This design comes from an exercise in tuning for small area and few clock cycles per item on the open sky130 flow, not from production work.
Function was checked by simulation only, so behaviour that the tests miss may differ from the original.

Setup of lane 1:
// heading_yaw_slew_limiter
module heading_yaw_slew_limiter (
    input  logic                               clk,
    input  logic                               rst_n,
    input  logic                               cfg_we,
    input  logic [hysl_pkg::CFG_IDX_W-1:0]     cfg_index,
    input  logic [hysl_pkg::CFG_DATA_W-1:0]    cfg_data,
    input  logic                               point_valid,
    output logic                               point_ready,
    input  logic signed [31:0]                 point_pos_x,
    input  logic signed [31:0]                 point_pos_y,
    input  logic signed [15:0]                 point_vel_x,
    input  logic signed [15:0]                 point_vel_y,
    output logic                               cmd_valid,
    input  logic                               cmd_ready,
    output logic signed [31:0]                 cmd_x,
    output logic signed [31:0]                 cmd_y,
    output logic        [30:0]                 cmd_z,
    output logic signed [15:0]                 cmd_yaw,
    output logic signed [15:0]                 cmd_yaw_rate
);
    logic [30:0] hover_height_reg;
    logic [14:0] yaw_step_max_reg;
    logic [14:0] yaw_rate_max_reg;
    logic [15:0] inv_tick_reg;
    logic [31:0] speed_sq_min_reg;
    logic        en;
    logic        fr_valid;
    logic [31:0] fr_pos_x;
    logic [31:0] fr_pos_y;
    logic        fr_slow;
    logic [15:0] fr_aim;
    always_ff @(posedge clk or negedge rst_n)
    begin
        if (!rst_n)
        begin
            hover_height_reg <= 31'd52429;
            yaw_step_max_reg <= 15'd257;
            yaw_rate_max_reg <= 15'd3217;
            inv_tick_reg     <= 16'd12800;
            speed_sq_min_reg <= 32'd655;
        end
        else if (cfg_we)
        begin
            unique case (cfg_index)
                hysl_pkg::CFG_HOVER_HEIGHT: hover_height_reg <= cfg_data[30:0];
                hysl_pkg::CFG_YAW_STEP_MAX: yaw_step_max_reg <= cfg_data[14:0];
                hysl_pkg::CFG_YAW_RATE_MAX: yaw_rate_max_reg <= cfg_data[14:0];
                hysl_pkg::CFG_INV_TICK:     inv_tick_reg     <= cfg_data[15:0];
                hysl_pkg::CFG_SPEED_SQ_MIN: speed_sq_min_reg <= cfg_data;
  ...
Size: ~7100 cells after synthesis, roughly 270 I/O pins, about 53000 µm² of cells after synthesis.
Settings: LEC_CHECK=0, ABC_AREA=1, CAP_MARGIN=10, CORE_MARGIN=2, CORE_UTILIZATION=55, CTS_CLUSTER_DIAMETER=90, CTS_CLUSTER_SIZE=30, SLEW_MARGIN=10; clock period 14.0 ns.
standard.sh (not shown) runs the stock make flow with config.mk's settings and CLKGATE_MAP_FILE= SYNTH_SCRIPT=/design/flow/synth_recipe.tcl, a recipe that flattens the netlist after the stock synthesis.
==> flow/flow/run.sh <==
#!/bin/bash
# Own layout flow: the standard synthesis, then three netlist passes on the
# logic between the registers (registers stay exactly as synthesized: same
# instances, names and cell types), then the standard layout:
#  1. invpush.py: a full adder is self-dual, so a full-adder cell may take its
#     inputs and give its outputs in the other polarity when that cancels
#     inverters; a gate whose only load is an inverter becomes its complement.
#  2. ABC (remap.abc: the standard flow's area script with more restructuring,
#     run twice)
#     re-maps all the logic except the
#     registers and the full adders of the carry-save trees that feed only the
#     slow flag or the rate (keepcsa.py marks them); the CORDIC adders come out
#     of it faster than as half/full-adder cells.
#  3. invpush.py again.
# Every port is buffered as the standard flow does, with the buffer cell named
# in port_buffer. Each step's output goes to a log file of its own here.
set -euo pipefail
WORK=$(pwd)
FLOW_DIR=$WORK/flow
RES=$WORK/orfs/results/$FLOW_PLATFORM/heading_yaw_slew_limiter/base
LIB=$FLOW_HOME/platforms/$FLOW_PLATFORM/lib/sky130_fd_sc_hd__tt_025C_1v80.lib
YOSYS=$FLOW_HOME/../tools/install/yosys/bin/yosys
[[ -x $YOSYS ]] || YOSYS=$(command -v yosys)

bash standard.sh synth > $WORK/flow_1_synth.log 2>&1
cp $RES/1_2_yosys.v $WORK/standard_netlist.v

python3 $FLOW_DIR/invpush.py $WORK/standard_netlist.v $WORK/pass1_netlist.v $LIB > $WORK/flow_2_invpush.log 2>&1
python3 $FLOW_DIR/keepcsa.py $WORK/pass1_netlist.v $WORK/pass1_marked.v $WORK/keep_stub.v > $WORK/flow_3_keepcsa.log 2>&1

SEQ=$(grep -oE 'cell *\("?sky130_fd_sc_hd__[a-z0-9_]*' $LIB | sed 's/cell *("*//' \
      | grep -E '__(df|dl|edf|sdf|sed|sdl|lpflow|einv|ebuf|conb|tap|fill|decap|diode|probe|clkdly|dlygate)' \
      | sort -u | tr '\n' ' ')
DONT=$(grep -oE 'cell *\("?sky130_fd_sc_hd__[a-z0-9_]*' $LIB | sed 's/cell *("*//' \
      | grep -E '__(lpflow|probe)' | sort -u | sed 's/^/-dont_use /' | tr '\n' ' ')
$YOSYS -l $WORK/flow_4_abc.log -p "
read_liberty -ignore_miss_func $LIB;
blackbox $SEQ;
read_verilog -lib $WORK/keep_stub.v;
read_verilog $WORK/pass1_marked.v;
hierarchy -top $FLOW_TOP;
flatten;
opt_clean;
abc -liberty $LIB $DONT -script $FLOW_DIR/remap.abc;
splitnets;
opt_clean -purge;
hilomap -singleton -hicell sky130_fd_sc_hd__conb_1 HI -locell sky130_fd_sc_hd__conb_1 LO;
insbuf -buf sky130_fd_sc_hd__buf_4 A X;
write_verilog -noexpr -noattr -nohex -nodec $WORK/pass2_marked.v;
tee -o $WORK/pass2_stat.txt stat -liberty $LIB
" > /dev/null
sed 's/hyslkeep_//' $WORK/pass2_marked.v > $WORK/pass2_netlist.v

python3 $FLOW_DIR/invpush.py $WORK/pass2_netlist.v $WORK/pass3_netlist.v $LIB > $WORK/flow_5_invpush.log 2>&1
cp $WORK/pass3_netlist.v $RES/1_2_yosys.v
touch $RES/1_2_yosys.v

export BUFFER_PORTS_ARGS="-buffer_cell $(cat $FLOW_DIR/port_buffer)"
bash standard.sh > $WORK/flow_6_layout.log 2>&1
Other scripts of this flow, unchanged in this note and not shown: flow/flow/invpush.py, flow/flow/keepcsa.py, flow/flow/port_buffer, flow/flow/remap.abc
Lane 1 went all the way through synthesis, placement and routing and the layout is clean on timing, DRC and antenna.
Testbench counts of lane 1, summed over its fixed seeds: cycles 12,024, items 12,000.
#### Input delta (lane 2 over lane 1)
-- flow/config.mk --
<<< lane 1, line 10
export CORE_MARGIN = 2
export CORE_UTILIZATION = 55
export CTS_CLUSTER_DIAMETER = 90
export CTS_CLUSTER_SIZE = 30
export SLEW_MARGIN = 10
>>> lane 2, line 10
export CORE_MARGIN = 2
export CORE_UTILIZATION = 55
export GPL_TIMING_DRIVEN = 0
export SLEW_MARGIN = 10
In lane 2, the final area came out 2.5% above the value in lane 1. Relative to lane 1, the fraction of layout cells with a size suffix above 1 of lane 2 is higher by 0.98 points. In summary, lane 2 completed successfully, with a layout that passed the timing, design-rule and antenna checks. Lane 2 vs lane 1 on worst-case clock skew: lane 2 is the higher one.
Setup changes, lane 2 to lane 3
-- flow/config.mk --
<<< lane 2, line 10
export CORE_MARGIN = 2
export CORE_UTILIZATION = 55
export GPL_TIMING_DRIVEN = 0
export SLEW_MARGIN = 10
>>> lane 3, line 10
export CORE_MARGIN = 2
export CORE_UTILIZATION = 55
export SLEW_MARGIN = 10
## What came out
Looking only at final period utilization, and setting everything else aside, the higher value of lane 2 and lane 3 goes to lane 2.
As far as die area goes, lane 2 and lane 3 are indistinguishable; the numbers are identical.
Final non-filler cell area of lane 3 falls short of that of lane 2 slightly.
Non-clock buffer count came out lower on lane 3 than on lane 2.
[compare] base=lane 2 new=lane 3: number of failing hold endpoints at the final stage was more or less identical, depth of the most critical reg-to-reg path now smaller.

[re-timing with driven ports]
In the flow no input, the clock included, has a driving cell. The finished layouts below were timed again as built, in two steps.
Step 1, drivers: a clkbuf_16 drives clk and a buf_2 each remaining input, both assumed.
Step 2 times the ports against the registers' clock, not the clock port: input delays grow and output delays shrink by t, the midpoint of the rising clock arrivals with the driver on.
Slacks: no drivers / after step 1 / after step 2; pairs: no drivers / after step 1.
run	t (ns)	setup slack, ns	worst setup path at the end	slew at the worst register clock pin (ns)	pins driven straight from the clock port
lane 1	0.692	0.689 / 0.736 / 0.045	input to register	0.11 / 0.11	1
lane 2	0.744	0.291 / 0.280 / -0.463	input to register	0.09 / 0.09	1
lane 3	0.708	0.583 / 0.637 / -0.071	input to register	0.07 / 0.07	1
Met with ideal ports but missed after step 2: setup timing in lane 2 and lane 3. The setup slack of lane 2, which loses most, moves by -0.011 ns with the drivers and by -0.754 ns with both steps.
